From an optimization exercise on the open Yosys and OpenROAD flow, aimed at small area; shortcuts taken in it are not production practice.
Function was checked by simulation only, so behaviour that the tests miss may differ from the original.
Power figures rest on the tool's default switching activity, not on a simulated workload.

## design/flow/run.sh

```bash
#!/bin/bash
# synth_recipe.tcl (not shown) runs the flow's synth.tcl, then flattens the netlist and writes it again
# the make line also repeats each setting of config.mk as NAME=value (left out here)
make -C /OpenROAD-flow-scripts/flow DESIGN_CONFIG=/design/flow/config.mk WORK_HOME=/design/flow/orfs CLKGATE_MAP_FILE= SYNTH_SCRIPT=/design/flow/synth_recipe.tcl finish
```

## design/flow/config.mk

```make
export PLATFORM = sky130hd
export DESIGN_NAME = skinny_core
export DESIGN_NICKNAME = skinny_core
export VERILOG_FILES = /design/flow/design.v
export SDC_FILE = /design/flow/constraint.sdc
export NUM_CORES = 4
export LEC_CHECK = 0
export CAP_MARGIN = 20
export CORE_MARGIN = 2
export CORE_UTILIZATION = 40
export SLEW_MARGIN = 20
```

## design/flow/constraint.sdc

```tcl
create_clock -name core_clock -period 4.0 [get_ports {clk}]
set_input_delay 0.8000 -clock core_clock [delete_from_list [all_inputs] [get_ports {clk}]]
set_output_delay 0.8000 -clock core_clock [all_outputs]
set_load 0.01 [all_outputs]
```

## design/flow/design.v

```verilog
package skinny_pkg;
   typedef logic [127:0] block_t;
   typedef logic [63:0]  half_t;   
   typedef logic [7:0]   cell_t;
   typedef logic [5:0]   rc_t;
   typedef logic [7:0]   round_cnt_t;
   typedef enum logic [1:0] {
      TK_LFSR_NONE,
      TK_LFSR2,
      TK_LFSR3
   } tk_lfsr_e;
   localparam int NUM_CELLS = 16;
   localparam rc_t RC_INIT = 6'h01;   
   localparam int DEFAULT_ROUNDS = 56;
   function automatic rc_t rc_next(rc_t rc);
      rc_next = {rc[4:0], ~(rc[5] ^ rc[4])};
   endfunction
   function automatic block_t rc_word(rc_t rc);
      block_t w;
      w = '0;
      w[123:120] = rc[3:0];   
      w[89:88]   = rc[5:4];   
      w[57]      = 1'b1;      
      rc_word = w;
   endfunction
endpackage
`timescale 1ns/1ps
module skinny_sbox8 (
   input  skinny_pkg::cell_t si,
   output skinny_pkg::cell_t so
);
   logic [7:0] a;
   function automatic logic nx(logic x, logic y, logic z);
      nx = ~(x | y) ^ z;
   endfunction
   assign a[0] = nx(si[7], si[6], si[4]);
   assign a[1] = nx(si[3], si[2], si[0]);
   assign a[2] = nx(si[2], si[1], si[6]);
   assign a[3] = nx(a[0],  a[1],  si[5]);
   assign a[4] = nx(a[1],  si[3], si[1]);
   assign a[5] = nx(a[2],  a[3],  si[7]);
   assign a[6] = nx(a[3],  a[0],  si[3]);
   assign a[7] = nx(a[4],  a[5],  si[2]);
   assign so = {a[3], a[0], a[1], a[6], a[4], a[2], a[5], a[7]};
endmodule
`timescale 1ns/1ps
module skinny_round (
   input  logic               clk,
   input  logic               rst,
   input  logic               load,
   input  logic               step,
   input  skinny_pkg::block_t plaintext,
   input  skinny_pkg::half_t  rk1,
   input  skinny_pkg::half_t  rk2,
   input  skinny_pkg::half_t  rk3,
   input  skinny_pkg::rc_t    rc,
   output skinny_pkg::block_t state
);
   skinny_pkg::block_t      sb;
   skinny_pkg::block_t      atk;
   skinny_pkg::block_t      nxt;
   logic [31:0] a0;
   logic [31:0] a1;
   logic [31:0] a2;
   logic [31:0] a3;
   logic [31:0] s0;
   logic [31:0] s1;
   logic [31:0] s2;
   logic [31:0] s3;
   logic [31:0] m0;
   logic [31:0] m1;
   logic [31:0] m2;
   logic [31:0] m3;
   genvar i;
   for (i = 0; i < skinny_pkg::NUM_CELLS; i = i + 1) begin : g_sbox
      skinny_sbox8 sbox_i (
         .si (state[127-8*i -: 8]),
         .so (sb[127-8*i -: 8])
      );
   end
   assign atk = sb ^ {rk1 ^ rk2 ^ rk3, 64'h0} ^ skinny_pkg::rc_word(rc);
   assign a0 = atk[127:96];
   assign a1 = atk[95:64];
   assign a2 = atk[63:32];
   assign a3 = atk[31:0];
   assign s0 = a0;
   assign s1 = {a1[7:0], a1[31:8]};
   assign s2 = {a2[15:0], a2[31:16]};
   assign s3 = {a3[23:0], a3[31:24]};
   assign m1 = s0;
   assign m2 = s1 ^ s2;
   assign m3 = s0 ^ s2;
   assign m0 = s3 ^ m3;
   assign nxt = {m0, m1, m2, m3};
   always_ff @(posedge clk) begin
      if (rst) begin
         state <= '0;
      end else if (load) begin
         state <= plaintext;
      end else if (step) begin
         state <= nxt;
      end
   end
endmodule
`timescale 1ns/1ps
module skinny_tweakey #(
   parameter skinny_pkg::tk_lfsr_e TK_LFSR = skinny_pkg::TK_LFSR_NONE
) (
   input  logic               clk,
   input  logic               rst,
   input  logic               load,
   input  logic               step,
   input  skinny_pkg::block_t tk_in,
   output skinny_pkg::half_t  rk_half
);
   localparam logic [63:0] PT = {4'd9, 4'd15, 4'd8, 4'd13, 4'd10, 4'd14, 4'd12, 4'd11,
                                 4'd0, 4'd1, 4'd2, 4'd3, 4'd4, 4'd5, 4'd6, 4'd7};
   skinny_pkg::block_t tk;
   skinny_pkg::block_t tk_perm;
   skinny_pkg::block_t tk_next;
   function automatic skinny_pkg::cell_t lane_lfsr(skinny_pkg::cell_t c);
      case (TK_LFSR)
         skinny_pkg::TK_LFSR2: lane_lfsr = {c[6:0], c[7] ^ c[5]};
         skinny_pkg::TK_LFSR3: lane_lfsr = {c[0] ^ c[6], c[7:1]};
         default:  lane_lfsr = c;   
      endcase
   endfunction
   genvar i;
   for (i = 0; i < skinny_pkg::NUM_CELLS; i = i + 1) begin : g_perm
      assign tk_perm[127-8*i -: 8] = tk[127-8*PT[63-4*i -: 4] -: 8];
   end
   for (i = 0; i < skinny_pkg::NUM_CELLS / 2; i = i + 1) begin : g_lfsr
      assign tk_next[127-8*i -: 8] = lane_lfsr(tk_perm[127-8*i -: 8]);
   end
   assign tk_next[63:0] = tk_perm[63:0];
   always_ff @(posedge clk) begin
      if (rst) begin
         tk <= '0;
      end else if (load) begin
         tk <= tk_in;
      end else if (step) begin
         tk <= tk_next;
      end
   end
   assign rk_half = tk[127:64];
endmodule
`timescale 1ns/1ps
module skinny_ctrl #(
   parameter int NUM_ROUNDS = skinny_pkg::DEFAULT_ROUNDS
) (
   input  logic            clk,
   input  logic            rst,
   input  logic            start,
   output logic            load,
   output logic            step,
   output skinny_pkg::rc_t rc,
   output logic            busy,
   output logic            done
);
   skinny_pkg::round_cnt_t cnt;   
   logic       last;
   assign load = start & ~busy;   
   assign step = busy;
   assign last = (cnt == skinny_pkg::round_cnt_t'(NUM_ROUNDS - 1));
   always_ff @(posedge clk) begin
      if (rst) begin
         busy <= 1'b0;
         done <= 1'b0;
         cnt  <= '0;
         rc   <= '0;
      end else begin
         done <= 1'b0;
         if (load) begin
            busy <= 1'b1;
            cnt  <= '0;
            rc   <= skinny_pkg::RC_INIT;
         end else if (step) begin
            cnt <= cnt + 1'b1;
            rc  <= skinny_pkg::rc_next(rc);
            if (last) begin
               busy <= 1'b0;
               done <= 1'b1;
            end
         end
      end
   end
endmodule
`timescale 1ns/1ps
module skinny_core #(
   parameter int NUM_ROUNDS = skinny_pkg::DEFAULT_ROUNDS
) (
   input  logic               clk,
   input  logic               rst,
   input  logic               start,
   input  skinny_pkg::block_t plaintext,
   input  skinny_pkg::block_t tk1,
   input  skinny_pkg::block_t tk2,
   input  skinny_pkg::block_t tk3,
   output skinny_pkg::block_t ciphertext,
   output logic               busy,
   output logic               done
);
   logic  load;
   logic  step;
   skinny_pkg::rc_t   rc;
   skinny_pkg::half_t rk1;
   skinny_pkg::half_t rk2;
   skinny_pkg::half_t rk3;
   skinny_ctrl #(
      .NUM_ROUNDS (NUM_ROUNDS)
   ) ctrl_i (
      .clk   (clk),
      .rst   (rst),
      .start (start),
      .load  (load),
      .step  (step),
      .rc    (rc),
      .busy  (busy),
      .done  (done)
   );
   skinny_round round_i (
      .clk       (clk),
      .rst       (rst),
      .load      (load),
      .step      (step),
      .plaintext (plaintext),
      .rk1       (rk1),
      .rk2       (rk2),
      .rk3       (rk3),
      .rc        (rc),
      .state     (ciphertext)   
   );
   skinny_tweakey #(.TK_LFSR(skinny_pkg::TK_LFSR_NONE)) tk1_i (
      .clk (clk), .rst (rst), .load (load), .step (step),
      .tk_in   (tk1),
      .rk_half (rk1)
   );
   skinny_tweakey #(.TK_LFSR(skinny_pkg::TK_LFSR2)) tk2_i (
      .clk (clk), .rst (rst), .load (load), .step (step),
      .tk_in   (tk2),
      .rk_half (rk2)
   );
   skinny_tweakey #(.TK_LFSR(skinny_pkg::TK_LFSR3)) tk3_i (
      .clk (clk), .rst (rst), .load (load), .step (step),
      .tk_in   (tk3),
      .rk_half (rk3)
   );
endmodule
```

==> reports/metrics.csv, run 1 <==
metric;value;unit
post-CTS sizing;0;
Avg Cell Area, Syn;8.31;µm²
# IOs;645;
hpwl dp;91.9;mm
crit path kind;flop to flop;
drt wl/cell;24.5;µm
hold bufs inserted after CTS;0;
Max-cap violations;0;
Total GRT Usage;31.7;%
Core Region;69800;µm²
Skew-Pair Late Insertion Delay;0.64;ns
Int Pwr;14.1;mW
Worst VDD drop;377;µV
Final Total Pwr;23.3;mW
starting density of the core;40.3;%
power per cell area;627;nW/µm²
Post-synth ARST share;0;%
post-route antenna net violation count;0;
root buf cell;clkbuf_16;
Mapped Cells;3381;
residual DRC count;0;
placed inst area;35100;µm²
Tmin final;3.19;ns
Synth-to-Final Area Change;32.4;%
initial antenna violation count;24;
distinct cell type count after synthesis;48;
Remaining Overflow, GRT;0;
H-tree Lvls;2;
RSZ-0062 raised after global routing;false;
Finished Cell Area;37200;µm²
post-route setup TNS;0;ns
worst slack, placed;0.851;ns
vias in the first global route;24000;
Comb pwr share;44.7;%
Slew @ Worst Pin;1.02;ns
DRT Pass-1 Iters;6;
register area share after synthesis;37.6;%
Ys Warns;6;
NetSw;9.17;mW
Nets;4388;
TritonCTS clock tree;built;
Die W;269;µm
routed via count;25900;
Hold Vio Cnt, Final;0;
full die area;72400;µm²
total detailed-routing wirelength;119;mm
Worst EP arrival;3.72;ns
TritonCTS Sinks;528;
CP Data Required Time;4.53;ns
row count;97;
post-route setup slack;0.805;ns
setup repair bufs after CTS;0;
Pleak;15.0;nW
crit path max fanout;10;
setup violators final;0;
cell area after synthesis;28100;µm²
worst hold path class;flop to flop;
syn_nets;3897;
#FFs+latches synth;528;
Peak Freq;313;MHz
Tcrit/Tclk final;79.9;%
crit start category;flop;
vias per cell;5.32;
routability cong.;0.946;
first-pass GRT wire length;165;mm
clock tree buffer depth;3;
normalized max-slew margin;31.7;%
largest net degree at the start of global routing;207;
Clock power frac;24.6;%
share of layout cells above drive strength 1;3.49;%
Num CTS Buffers;60;
Pins Over Slew Limit;0;
sequential share of power;30.6;%
chip height;269;µm
status;finished clean;
Synth Flop Type;dfxtp_1;
port bufs;644;
1st-iter DRT viols;2333;
CP Capture Type;flop;
clk_skew;0.0305;ns
Reg clk slew, reported paths;0.06;ns
EDFF count, synth;0;
Net Sw Frac;39.3;%
[worst max-delay path: stages, from the launching register on]
cell	delay [ns]
dfxtp_1	0.69
nor3_1	0.16
nor4_2	0.31
mux2i_1	0.15
xnor2_1	0.65
and2_1	0.38
xor3_1	0.43
a2111oi_2	0.32
[state kept, by name (all words and copies together), names as in the netlist]
name           flops
tk1_i.tk         128
ctrl_i.busy        1
ctrl_i.done        1
ctrl_i.rc          6
tk3_i.tk         128
round_i.state    128
ctrl_i.cnt         8
tk2_i.tk         128
[cells in the mapped netlist, drive strengths merged (4+ instances only)]
| library cell | instances | area share, % |
|---|---|---|
| nor2 | 838 | 11 |
| dfxtp | 528 | 38 |
| mux2i | 427 | 15 |
| a21oi | 382 | 6.8 |
| xnor2 | 293 | 9.1 |
| clkbuf | 186 | 2.5 |
| a211oi | 148 | 4.0 |
| xor2 | 112 | 3.5 |
| o21ai | 83 | 1.5 |
| nor2b | 59 | 1.3 |
| buf | 54 | 0.75 |
| nand2 | 42 | 0.56 |
| or3 | 38 | 0.85 |
| a22oi | 34 | 0.91 |
| and2 | 31 | 0.69 |
| nand4 | 19 | 0.42 |
| nand3 | 15 | 0.27 |
| nand3b | 12 | 0.32 |
| nor3 | 11 | 0.20 |
| inv | 10 | 0.13 |
| o21a | 8 | 0.21 |
| xnor3 | 7 | 0.57 |
| a2111oi | 4 | 0.15 |
| and3 | 4 | 0.089 |
| nand2b | 4 | 0.089 |
| nor4 | 4 | 0.16 |
| o22ai | 4 | 0.089 |
[metrics by stage]
stage               hold WS [ns]  util [%]  instances
floorplan                  0.454         -       3381
global placement           0.466      50.3       4750
detailed placement         0.472      50.3       4750
CTS                        0.480      53.2       4861
global route               0.517      53.3       4868
finish                     0.475      53.3       4875
[power groups by stage]
stage	logic (mW)	clock network, mW	registers, mW
5_1_grt	11.1	6.03	7.20
6_report	10.4	5.74	7.14
2_1_floorplan	6.60	0	6.81
3_5_place_dp	10.3	0	7.22
3_3_place_gp	10.3	0	7.22
4_1_cts	10.4	5.81	7.11
[path summary, 6_finish.rpt]
path	startpoint	endpoint	slack [ns]	depth (start not counted)
max	round_i.state[34]$_SDFFE_PP0P_	round_i.state[112]$_SDFFE_PP0P_	0.81	7
min	tk2_i.tk[38]$_SDFFE_PP0P_	tk2_i.tk[71]$_SDFFE_PP0P_	0.47	2
max reg2reg	round_i.state[34]$_SDFFE_PP0P_	round_i.state[112]$_SDFFE_PP0P_	0.81	7
min reg2reg	tk2_i.tk[38]$_SDFFE_PP0P_	tk2_i.tk[71]$_SDFFE_PP0P_	0.47	2
[metal layers]
metal  vias up  global-route usage (%)  wire length (µm)
li1      12600                       -                 -
met4        28                    11.3              4040
met2       866                    52.6             55800
met5         -                       0               167
met1     12300                    41.1             51300
met3       179                    5.73              8050
[logic make-up after synthesis]
group | synth area share [%]
flip-flops | 37.6
buffers and inverters | 3.37
XOR/XNOR | 13.3
AND/OR/NAND/NOR | 16.2
multiplexers | 15.2
AO/OA/AOI/OAI | 14.2
adder cells (fa/ha/maj) | 0.0445
[area by class of cell]
type,count,area (µm²)
Fill cell,6684,32600
Antenna cell,14,35.0
Sequential cell,528,10600
Multi-Input combinational cell,2603,16600
Tap cell,940,1180
Clock inverter,18,208
Inverter,10,37.5
Timing Repair Buffer,669,6760
Clock buffer,93,1830
[cells in the final DEF, fill, tap and decap left out, types with 13 or more instances in the layout]
master           synthesis  layout
a22oi_1                 34      34
xor2_1                 112     112
nand2_1                 42      42
mux2i_1                427     427
clkbuf_8                 0      20
clkdlybuf4s50_1          0     642
o21ai_0                 82      82
nand3_1                 15      15
clkbuf_1               186      13
a21oi_1                381     381
dfxtp_1                528     527
nand4_1                 19      19
or3_1                   38      38
xnor2_1                293     293
and2_1                  31      31
buf_4                    0      16
diode_2                  0      14
clkbuf_16                0      60
a211oi_1               148     148
nor2b_1                 59      59
nor2_1                 838     836
==> run 2, diff against run 1 <==
--- a/design/flow/design.v
+++ b/design/flow/design.v
@@ -95,5 +95,3 @@
    always_ff @(posedge clk) begin
-      if (rst) begin
-         state <= '0;
-      end else if (load) begin
+      if (load) begin
          state <= plaintext;
@@ -136,9 +134,4 @@
    always_ff @(posedge clk) begin
-      if (rst) begin
-         tk <= '0;
-      end else if (load) begin
-         tk <= tk_in;
-      end else if (step) begin
-         tk <= tk_next;
-      end
+      if (load) tk <= tk_in;
+      else      tk <= tk_next;
    end
@@ -159,3 +152,2 @@
 );
-   skinny_pkg::round_cnt_t cnt;   
    logic       last;
@@ -163,3 +155,3 @@
    assign step = busy;
-   assign last = (cnt == skinny_pkg::round_cnt_t'(NUM_ROUNDS - 1));
+   assign last = (rc == 6'h0a);
    always_ff @(posedge clk) begin
@@ -168,4 +160,2 @@
          done <= 1'b0;
-         cnt  <= '0;
-         rc   <= '0;
       end else begin
@@ -174,13 +164,11 @@
             busy <= 1'b1;
-            cnt  <= '0;
-            rc   <= skinny_pkg::RC_INIT;
-         end else if (step) begin
-            cnt <= cnt + 1'b1;
-            rc  <= skinny_pkg::rc_next(rc);
-            if (last) begin
-               busy <= 1'b0;
-               done <= 1'b1;
-            end
+         end else if (step && last) begin
+            busy <= 1'b0;
+            done <= 1'b1;
          end
       end
+   end
+   always_ff @(posedge clk) begin
+      if (load) rc <= skinny_pkg::RC_INIT;
+      else      rc <= skinny_pkg::rc_next(rc);
    end
==> run 2 against run 1 <==
  * Still clean on timing, DRC and antenna
  * Power rose by 29%
  * Setup slack improved by 0.058 ns
  * Combinational power rose by 49%
  * Critical path depth rose by 2
  * Register-to-register slack improved by 0.06 ns
  * Synthesized cell count fell by 18%
  * Final cell count fell by 14%
  * Flip-flop and latch count fell by 8
  * Clock skew fell by 0.0021 ns
  * Count of clock-buffer cells in the layout fell by 13
==> reports/metrics.csv, run 2 <==
metric;value;unit
H-tree Lvls;2;
reg2reg end;round_i.state[112]$_DFFE_PP_;
Total GRT Usage;32.7;%
Reg clk slew, reported paths;0.06;ns
share of layout cells above drive strength 1;3.93;%
RSZ-0062 raised after global routing;false;
normalized max-slew margin;38.6;%
Core Region;56600;µm²
Synth top cells by count;nand2_1 (1346), dfxtp_1 (392), xnor2_1 (299);
routed via count;21200;
hold_sp;tk2_i.tk[18]$_DFF_P_;
hold depth;2;
chip height;244;µm
power per cell area;928;nW/µm²
Slew @ Worst Pin;0.915;ns
Synth Flop Type;dfxtp_1;
1st-iter DRT viols;1725;
vias per cell;5.05;
Pins Over Slew Limit;0;
Inst Count DP;4087;
top-count cell post-synth;nand2_1;
row count;87;
Worst Hold Path EP;tk2_i.tk[99]$_DFF_P_;
syn_nets;3286;
register area share after synthesis;50.8;%
Tmin final;3.14;ns
Avg Cell Area, Syn;8.31;µm²
post-route setup slack;0.863;ns
commonest non-fill, non-tap cell in the layout;nand2_1;
post-CTS sizing;0;
crit path kind;flop to flop;
crit path max fanout;9;
Reg2Reg Launch Point;round_i.state[34]$_DFFE_PP_;
worst hold path class;flop to flop;
CP Capture Type;flop;
Finished Cell Area;32300;µm²
initial antenna violation count;22;
Synth-to-Final Area Change;40.1;%
setup repair bufs after CTS;0;
placed inst area;30400;µm²
# IOs;645;
Worst EP arrival;3.59;ns
largest net degree at the start of global routing;79;
Mapped Cells;2770;
share of the synthesized area in the top cell type;34.1;%
Cell Count, Final, Fillers Out;4200;
Final Total Pwr;30.0;mW
crit start category;flop;
Nets;3904;
TritonCTS Sinks;520;
Skew-Pair Late Insertion Delay;0.64;ns
hpwl dp;82.9;mm
flop2flop setup slack;0.86;ns
root buf cell;clkbuf_16;
Remaining Overflow, GRT;0;
TritonCTS clock tree;built;
total detailed-routing wirelength;101;mm
Max-cap violations;0;
setup violators final;0;
Hold Vio Cnt, Final;0;
worst slack, placed;0.910;ns
post-route antenna net violation count;0;
Pleak;14.0;nW
drt wl/cell;24.0;µm
port bufs;644;
cell area after synthesis;23000;µm²
residual DRC count;0;
hold bufs inserted after CTS;0;
Die W;244;µm
DRT Pass-1 Iters;5;
full die area;59500;µm²
first-pass GRT wire length;140;mm
Reg2Reg Depth;9;
cell taking the most area after synthesis;dfxtp_1;
starting density of the core;40.7;%
Synth area leaders;dfxtp_1 (34%), nand2_1 (22%), edfxtp_1 (17%);
Ys Warns;6;
status;finished clean;
Setup crit start;round_i.state[34]$_DFFE_PP_;
distinct cell type count after synthesis;42;
clk_skew;0.0283;ns
commonest non-fill, non-tap cells in the layout;nand2_1 (1346), clkdlybuf4s50_1 (644), dfxtp_1 (392);
#FFs+latches synth;520;
routability cong.;0.947;
Peak Freq;319;MHz
Num CTS Buffers;55;
hold_ws;0.421;ns
EDFF count, synth;128;
post-route setup TNS;0;ns
Tcrit/Tclk final;78.4;%
clock tree buffer depth;3;
CP Data Required Time;4.45;ns
fin util;57.0;%
vias in the first global route;20900;
Worst VDD drop;482;µV
Post-synth ARST share;0;%
-- run 2: cell count changes after synthesis, sizes merged, moves of 78 or more --
cell | before | now
a211oi | 148 | 1
a21oi | 382 | 24
clkbuf | 186 | 108
dfxtp | 528 | 392
edfxtp | 0 | 128
mux2i | 427 | 15
nand2 | 42 | 1346
nor2 | 838 | 81
-- run 2: power by group --
| group | internal [mW] | switching [mW] |
|---|---|---|
| Clock | 3.04 | 2.27 |
| Sequential | 7.41 | 1.75 |
| Combinational | 7.06 | 8.43 |
| Total | 17.5 | 12.4 |
-- run 2: final cells by class --
class | count | area [µm²]
repair buffers | 679 | 6870
diodes | 11 | 27.5
multi-input cells | 2130 | 10900
well taps | 756 | 946
clock inverters | 22 | 231
flip-flops and latches | 520 | 11700
fillers | 5283 | 24300
clock buffers | 80 | 1630
inverters | 2 | 7.51
-- run 2: how the worst max path moves through the flow --
stage                                        end  slack, ns
floorplan            round_i.state[32]$_DFFE_PP_       1.17
global placement    round_i.state[112]$_DFFE_PP_       0.93
detailed placement  round_i.state[112]$_DFFE_PP_       0.91
CTS                 round_i.state[112]$_DFFE_PP_       0.86
global route        round_i.state[112]$_DFFE_PP_       0.65
finish              round_i.state[112]$_DFFE_PP_       0.86
-- run 2: kinds of logic (layout without fill, tap and decap cells) --
logic type               Yosys count  after routing  share of synthesized area [%]
AO/OA/AOI/OAI                    147            147                           3.37
other                              0             11                              0
buffers and inverters            120            783                           2.16
XOR/XNOR                         403            403                           15.9
multiplexers                      18             18                          0.799
adder cells (fa/ha/maj)            1              1                         0.0543
flip-flops                       520            520                           50.8
AND/OR/NAND/NOR                 1561           1561                           27.0
-- run 2: worst max-delay path: stages (launching register included) --
cell and delay [ns]:
edfxtp_1 0.52, o21a_1 0.25, nor4_1 0.44, mux2i_1 0.37, mux2i_1 0.27, xnor2_1 0.17, buf_4 0.18, xor2_1 0.25
xnor3_1 0.36, o21ai_0 0.16
-- run 2: layer usage --
layer / GRT usage, % / routed length (µm) / vias to the layer above
met5: 0 / 126 / -
li1: - / - / 9963
met1: 41.8 / 41600 / 10100
met4: 9.34 / 2920 / 20
met2: 55.5 / 48000 / 937
met3: 7.03 / 8210 / 161

-- port drivers added, routing unchanged --
How much do the figures lean on ideal ports? The routed layouts below were timed once more, with nothing changed but the port constraints. Step 1 (the two cells are an assumption about what drives the block):
set clk [get_ports {clk}]
set_driving_cell -lib_cell sky130_fd_sc_hd__clkbuf_16 $clk
set_driving_cell -lib_cell sky130_fd_sc_hd__buf_2 [delete_from_list [all_inputs] $clk]
Step 2 also shifts input and output timing later by t, the mid clock arrival at the registers, as if the neighbouring blocks saw the same clock. Slacks: no drivers / after step 1 / after step 2; pairs: no drivers / after step 1.
run | t, ns | setup WS [ns] | latest minus earliest clock arrival (ns) | cell pins on the clock port's net
run 1 | 0.693 | 0.805 / 0.805 / 0.805 | 0.032 / 0.031 | 1
run 2 | 0.685 | 0.863 / 0.863 / 0.863 | 0.029 / 0.029 | 1
After both steps setup and hold are still met in every run listed.
